This design comes from an exercise in tuning for small area and a short achievable clock period on the open sky130 flow, not from production work.
The RTL was checked by simulation tests, not by an equivalence proof against the original design.
The flow treats the clock pin as an ideal source, which a real chip does not have.
Power and IR drop assume default switching activity.

==> module spu_wb_collector, before the edit <==
module spu_wb_collector #(
  parameter int DATA_W   = 128,
  parameter int DEPTH    = 16,
  parameter int STALL_TH = 4,
  localparam int RECW    = DATA_W + 8,
  localparam int AW      = $clog2(DEPTH),
  localparam int CW      = $clog2(DEPTH) + 1
) (
  input  logic              clk,
  input  logic              rst,
  input  logic              wb_valid_ep,
  input  logic [6:0]        wb_rt_addr_ep,
  input  logic [DATA_W-1:0] wb_data_ep,
  input  logic              wb_valid_op,
  input  logic [6:0]        wb_rt_addr_op,
  input  logic [DATA_W-1:0] wb_data_op,
  output logic              out_valid,
  input  logic              out_ready,
  output logic [RECW-1:0]   out_rec,
  output logic [CW-1:0]     count,
  output logic              stall_issue,
  output logic              overflow,
  output logic [15:0]       drop_cnt
);
  localparam int MS = DEPTH - 1;    
  localparam int NB = 3;            
  localparam int ST = DEPTH - STALL_TH;   
  logic [MS-1:0]    wr_oh_q, rd_oh_q;
  logic [CW-1:0]    count_q;
  logic [DEPTH:0]   occ_q;          
  logic             nonempty_q, stall_q;
  logic             overflow_q;
  logic [15:0]      drop_cnt_q;
  logic [RECW-1:0]  head_q;
  logic [RECW-1:0]  mem_q [MS];
  logic             full, c15, c0, c1, pop;
  logic             ok_wr, ok_wr1;
  logic             acc_ep, acc_op, drop_ep, drop_op;
  logic             dm1, d0, d1, d2;
  logic [DEPTH:0]   ge;
  logic [CW-1:0]    count_d;
  logic [DEPTH:0]   occ_d;
  logic             nonempty_d, stall_d;
  logic [15:0]      drop_p1, drop_p2, drop_d;
  logic             take_head, head_en, sel_a, sel_hep, sel_hop;
  logic [RECW-1:0]  rec_ep, rec_op, head_d;
  logic [MS-1:0]    rd_sel;
  logic [NB-1:0]    wr_bank_q, wr_bank_d;   
  logic [MS-1:0]    wr_oh_d;
  logic [RECW-1:0]  bank_d [NB];
  logic [MS-1:0]    we, we_rdy, we_nrdy;
  assign rec_ep = {1'b0, wb_rt_addr_ep, wb_data_ep};
  assign rec_op = {1'b1, wb_rt_addr_op, wb_data_op};
  always_comb begin
    c0        = occ_q[0];
    c1        = occ_q[1];
    c15       = occ_q[DEPTH-1];
    full      = occ_q[DEPTH];
    for (int k = 0; k <= DEPTH; k++) begin
      ge[k] = 1'b0;
      for (int j = k; j <= DEPTH; j++) ge[k] = ge[k] | occ_q[j];
    end
    pop       = ~c0 & out_ready;
    ok_wr     = ~full | out_ready;                  
    ok_wr1    = ~(full | c15) | (c15 & out_ready);  
    acc_ep    = wb_valid_ep & ok_wr;
    acc_op    = wb_valid_op & (wb_valid_ep ? ok_wr1 : ok_wr);
    drop_ep   = wb_valid_ep & ~acc_ep;
    drop_op   = wb_valid_op & ~acc_op;
    dm1       = pop & ~acc_ep & ~acc_op;
    d2        = ~pop & acc_ep & acc_op;
    d1        = pop ? (acc_ep & acc_op) : (acc_ep ^ acc_op);
    d0        = ~(dm1 | d1 | d2);
    count_d   = ({CW{dm1}} & (count_q - CW'(1))) | ({CW{d0}} & count_q) |
                ({CW{d1}}  & (count_q + CW'(1))) | ({CW{d2}} & (count_q + CW'(2)));
    occ_d     = ({(DEPTH+1){dm1}} & (occ_q >> 1)) | ({(DEPTH+1){d0}} & occ_q) |
                ({(DEPTH+1){d1}}  & (occ_q << 1)) | ({(DEPTH+1){d2}} & (occ_q << 2));
    nonempty_d = ~((dm1 & c1) | (d0 & c0));
    stall_d   = (dm1 & ge[ST+1]) | (d0 & ge[ST]) | (d1 & ge[ST-1]) | (d2 & ge[ST-2]);
    drop_p1   = (&drop_cnt_q) ? drop_cnt_q : drop_cnt_q + 16'd1;
    drop_p2   = (&drop_cnt_q[15:1]) ? 16'hFFFF : drop_cnt_q + 16'd2;
    drop_d    = (drop_ep & drop_op) ? drop_p2 : (drop_ep | drop_op) ? drop_p1 : drop_cnt_q;
    take_head = c0 | (c1 & out_ready);
    head_en   = c0 | out_ready;
    sel_hep   = take_head & wb_valid_ep;
    sel_hop   = take_head & ~wb_valid_ep;
    rd_sel    = rd_oh_q & {MS{~c0 & ~c1 & out_ready}};
    sel_a     = wb_valid_ep & ~take_head;
    for (int b = 0; b < NB; b++)
      bank_d[b] = (wr_bank_q[b] & sel_a) ? rec_ep : rec_op;
    for (int e = 0; e < MS; e++) begin
      we_rdy[e]  = wr_oh_q[e] | (wr_oh_q[(e + MS - 1) % MS] & ~full);
      we_nrdy[e] = ~full & (wr_oh_q[e] | (wr_oh_q[(e + MS - 1) % MS] & ~c15));
      we[e]      = out_ready ? we_rdy[e] : we_nrdy[e];
    end
    case ({acc_ep | acc_op, acc_ep & acc_op, take_head})
      3'b100, 3'b111: wr_oh_d = {wr_oh_q[MS-2:0], wr_oh_q[MS-1]};
      3'b110:         wr_oh_d = {wr_oh_q[MS-3:0], wr_oh_q[MS-1:MS-2]};
      default:        wr_oh_d = wr_oh_q;
    endcase
    for (int b = 0; b < NB; b++) begin
      wr_bank_d[b] = 1'b0;
      for (int e = b; e < MS; e += NB) wr_bank_d[b] = wr_bank_d[b] | wr_oh_d[e];
    end
    head_d = (rec_ep & {RECW{sel_hep}}) | (rec_op & {RECW{sel_hop}}) | (head_q & {RECW{~head_en}});
    for (int e = 0; e < MS; e++)
      head_d = head_d | (mem_q[e] & {RECW{rd_sel[e]}});
  end
  always_ff @(posedge clk or negedge rst) begin
    if (!rst) begin
      wr_oh_q    <= MS'(1);
      wr_bank_q  <= NB'(1);
      rd_oh_q    <= MS'(1);
      count_q    <= '0;
      occ_q      <= (DEPTH+1)'(1);
      nonempty_q <= 1'b0;
      stall_q    <= 1'b0;
      overflow_q <= 1'b0;
      drop_cnt_q <= '0;
    end else begin
      wr_oh_q    <= wr_oh_d;
      wr_bank_q  <= wr_bank_d;
      if (out_ready & ~c0 & ~c1) rd_oh_q <= {rd_oh_q[MS-2:0], rd_oh_q[MS-1]};
      count_q    <= count_d;
      occ_q      <= occ_d;
      nonempty_q <= nonempty_d;
      stall_q    <= stall_d;
      overflow_q <= overflow_q | drop_ep | drop_op;
      drop_cnt_q <= drop_d;
    end
  end
  always_ff @(posedge clk) begin
    head_q <= head_d;
  end
  for (genvar e = 0; e < MS; e++) begin : g_slot
    always_ff @(posedge clk) begin
      if (we[e]) mem_q[e] <= bank_d[e % NB];
    end
  end
  assign out_valid   = nonempty_q;
  assign out_rec     = head_q;
  assign count       = count_q;
  assign stall_issue = stall_q;
  assign overflow    = overflow_q;
  assign drop_cnt    = drop_cnt_q;
endmodule
==> flow/config.mk <==
export PLATFORM = sky130hd
export DESIGN_NAME = spu_wb_collector
export DESIGN_NICKNAME = spu_wb_collector
export VERILOG_FILES = /design/flow/design.v
export SDC_FILE = /design/flow/constraint.sdc
export NUM_CORES = 4
export LEC_CHECK = 0
export CAP_MARGIN = 20
export CORE_MARGIN = 2
export CORE_UTILIZATION = 65
export CTS_CLUSTER_DIAMETER = 90
export CTS_CLUSTER_SIZE = 25
export SETUP_SLACK_MARGIN = 3.1
export SLEW_MARGIN = 20
export TNS_END_PERCENT = 0
==> flow/constraint.sdc <==
create_clock -name core_clock -period 5.5 [get_ports {clk}]
set_input_delay 1.1000 -clock core_clock [delete_from_list [all_inputs] [get_ports {clk}]]
set_output_delay 1.1000 -clock core_clock [all_outputs]
set_load 0.01 [all_outputs]
standard.sh (not shown) runs the stock make flow with config.mk's settings and CLKGATE_MAP_FILE= SYNTH_SCRIPT=/design/flow/synth_recipe.tcl, a recipe that flattens the netlist after the stock synthesis.
==> flow/flow/run.sh <==
#!/bin/bash
# Standard ORFS layout with two changes:
# - the port buffers buffer_ports inserts are plain buf_1 cells instead of the tool's default
#   pick (a slow delay-buffer cell);
# - before CTS, flow/up_outputs.tcl gives each output port's buffer and the flip-flop driving
#   it a stronger drive (same cell types, larger sizes), which repair_timing does not do itself.
set -euo pipefail
here=$(pwd)
export BUFFER_PORTS_ARGS="-buffer_cell sky130_fd_sc_hd__buf_1"
export PRE_CTS_TCL="$here/flow/up_outputs.tcl"
bash standard.sh finish > flow_standard.log 2>&1
==> flow/flow/up_outputs.tcl <==
# Upsize each output port's buffer and the flip-flop that drives it (drive strength only).
proc my_drv_inst {net} {
  foreach it [$net getITerms] {
    if {[$it isOutputSignal]} { return [$it getInst] }
  }
  return ""
}
set my_db [ord::get_db]
set my_block [ord::get_db_block]
foreach bt [$my_block getBTerms] {
  if {[$bt getIoType] ne "OUTPUT"} { continue }
  set b [my_drv_inst [$bt getNet]]
  if {$b eq ""} { continue }
  set bm [[$b getMaster] getName]
  if {![string match "sky130_fd_sc_hd__buf_*" $bm]} { continue }
  $b swapMaster [$my_db findMaster sky130_fd_sc_hd__buf_2]
  set in_net ""
  foreach it [$b getITerms] {
    if {[$it isInputSignal]} { set in_net [$it getNet] }
  }
  if {$in_net eq ""} { continue }
  set f [my_drv_inst $in_net]
  if {$f eq ""} { continue }
  set fm [[$f getMaster] getName]
  if {[regexp {^(sky130_fd_sc_hd__(dfxtp|dfrtp|dfstp))_[0-9]+$} $fm -> base]} {
    $f swapMaster [$my_db findMaster ${base}_4]
  }
}
Change:
--- a/flow/design.v
+++ b/flow/design.v
@@ -43,12 +43,11 @@
   logic             nonempty_d, stall_d;
   logic [15:0]      drop_p1, drop_p2, drop_d;
   logic             take_head, head_en, sel_a, sel_hep, sel_hop;
   logic [RECW-1:0]  rec_ep, rec_op, head_d;
   logic [MS-1:0]    rd_sel;
-  logic [NB-1:0]    wr_bank_q, wr_bank_d;   
-  logic [MS-1:0]    wr_oh_d;
+  logic [NB-1:0]    wr_bank;
   logic [RECW-1:0]  bank_d [NB];
   logic [MS-1:0]    we, we_rdy, we_nrdy;
   assign rec_ep = {1'b0, wb_rt_addr_ep, wb_data_ep};
   assign rec_op = {1'b1, wb_rt_addr_op, wb_data_op};
   always_comb begin
@@ -84,44 +83,40 @@
     head_en   = c0 | out_ready;
     sel_hep   = take_head & wb_valid_ep;
     sel_hop   = take_head & ~wb_valid_ep;
     rd_sel    = rd_oh_q & {MS{~c0 & ~c1 & out_ready}};
     sel_a     = wb_valid_ep & ~take_head;
-    for (int b = 0; b < NB; b++)
-      bank_d[b] = (wr_bank_q[b] & sel_a) ? rec_ep : rec_op;
+    for (int b = 0; b < NB; b++) begin
+      wr_bank[b] = 1'b0;
+      for (int e = b; e < MS; e += NB) wr_bank[b] = wr_bank[b] | wr_oh_q[e];
+      bank_d[b] = (wr_bank[b] & sel_a) ? rec_ep : rec_op;
+    end
     for (int e = 0; e < MS; e++) begin
       we_rdy[e]  = wr_oh_q[e] | (wr_oh_q[(e + MS - 1) % MS] & ~full);
       we_nrdy[e] = ~full & (wr_oh_q[e] | (wr_oh_q[(e + MS - 1) % MS] & ~c15));
       we[e]      = out_ready ? we_rdy[e] : we_nrdy[e];
-    end
-    case ({acc_ep | acc_op, acc_ep & acc_op, take_head})
-      3'b100, 3'b111: wr_oh_d = {wr_oh_q[MS-2:0], wr_oh_q[MS-1]};
-      3'b110:         wr_oh_d = {wr_oh_q[MS-3:0], wr_oh_q[MS-1:MS-2]};
-      default:        wr_oh_d = wr_oh_q;
-    endcase
-    for (int b = 0; b < NB; b++) begin
-      wr_bank_d[b] = 1'b0;
-      for (int e = b; e < MS; e += NB) wr_bank_d[b] = wr_bank_d[b] | wr_oh_d[e];
     end
     head_d = (rec_ep & {RECW{sel_hep}}) | (rec_op & {RECW{sel_hop}}) | (head_q & {RECW{~head_en}});
     for (int e = 0; e < MS; e++)
       head_d = head_d | (mem_q[e] & {RECW{rd_sel[e]}});
   end
   always_ff @(posedge clk or negedge rst) begin
     if (!rst) begin
       wr_oh_q    <= MS'(1);
-      wr_bank_q  <= NB'(1);
       rd_oh_q    <= MS'(1);
       count_q    <= '0;
       occ_q      <= (DEPTH+1)'(1);
       nonempty_q <= 1'b0;
       stall_q    <= 1'b0;
       overflow_q <= 1'b0;
       drop_cnt_q <= '0;
     end else begin
-      wr_oh_q    <= wr_oh_d;
-      wr_bank_q  <= wr_bank_d;
+      case ({acc_ep | acc_op, acc_ep & acc_op, take_head})
+        3'b100, 3'b111: wr_oh_q <= {wr_oh_q[MS-2:0], wr_oh_q[MS-1]};
+        3'b110:         wr_oh_q <= {wr_oh_q[MS-3:0], wr_oh_q[MS-1:MS-2]};
+        default:        wr_oh_q <= wr_oh_q;
+      endcase
       if (out_ready & ~c0 & ~c1) rd_oh_q <= {rd_oh_q[MS-2:0], rd_oh_q[MS-1]};
       count_q    <= count_d;
       occ_q      <= occ_d;
       nonempty_q <= nonempty_d;
       stall_q    <= stall_d;
=>
- sequential power came out lower by about 6%
- wire length came out higher by 4.0%
- clock-buffer cell count came out lower by 6
- die area came out higher by 1.2%
- power came out lower by 8.8%

afterwards: timing with drivers on the ports:
The flow's constraints put no driver on any port. The routed layouts listed below were extracted and timed again, unchanged, in two steps.
Step 1 sets driving cells, clkbuf_16 on the clock port and buf_2 on the other inputs (assumed; they add their load-dependent delay and slew).
Step 2 times the ports against the registers' clock, not the clock port: input delays grow and output delays shrink by t, the midpoint of the rising clock arrivals with the driver on.
Slacks: no drivers / after step 1 / after step 2; pairs: no drivers / after step 1.
run | t, ns | slack for setup (ns) | clock arrival spread, ns | worst data-port slew with drivers (ns)
the first run | 0.825 | 2.809 / 2.809 / 2.046 | 0.048 / 0.048 | 0.21
the second run | 0.843 | 2.882 / 2.897 / 2.067 | 0.027 / 0.027 | 0.20
After both steps setup and hold are still met in every run listed. For the second run, which loses most, drivers alone change the setup slack by +0.015 ns; drivers and shift together by -0.815 ns.
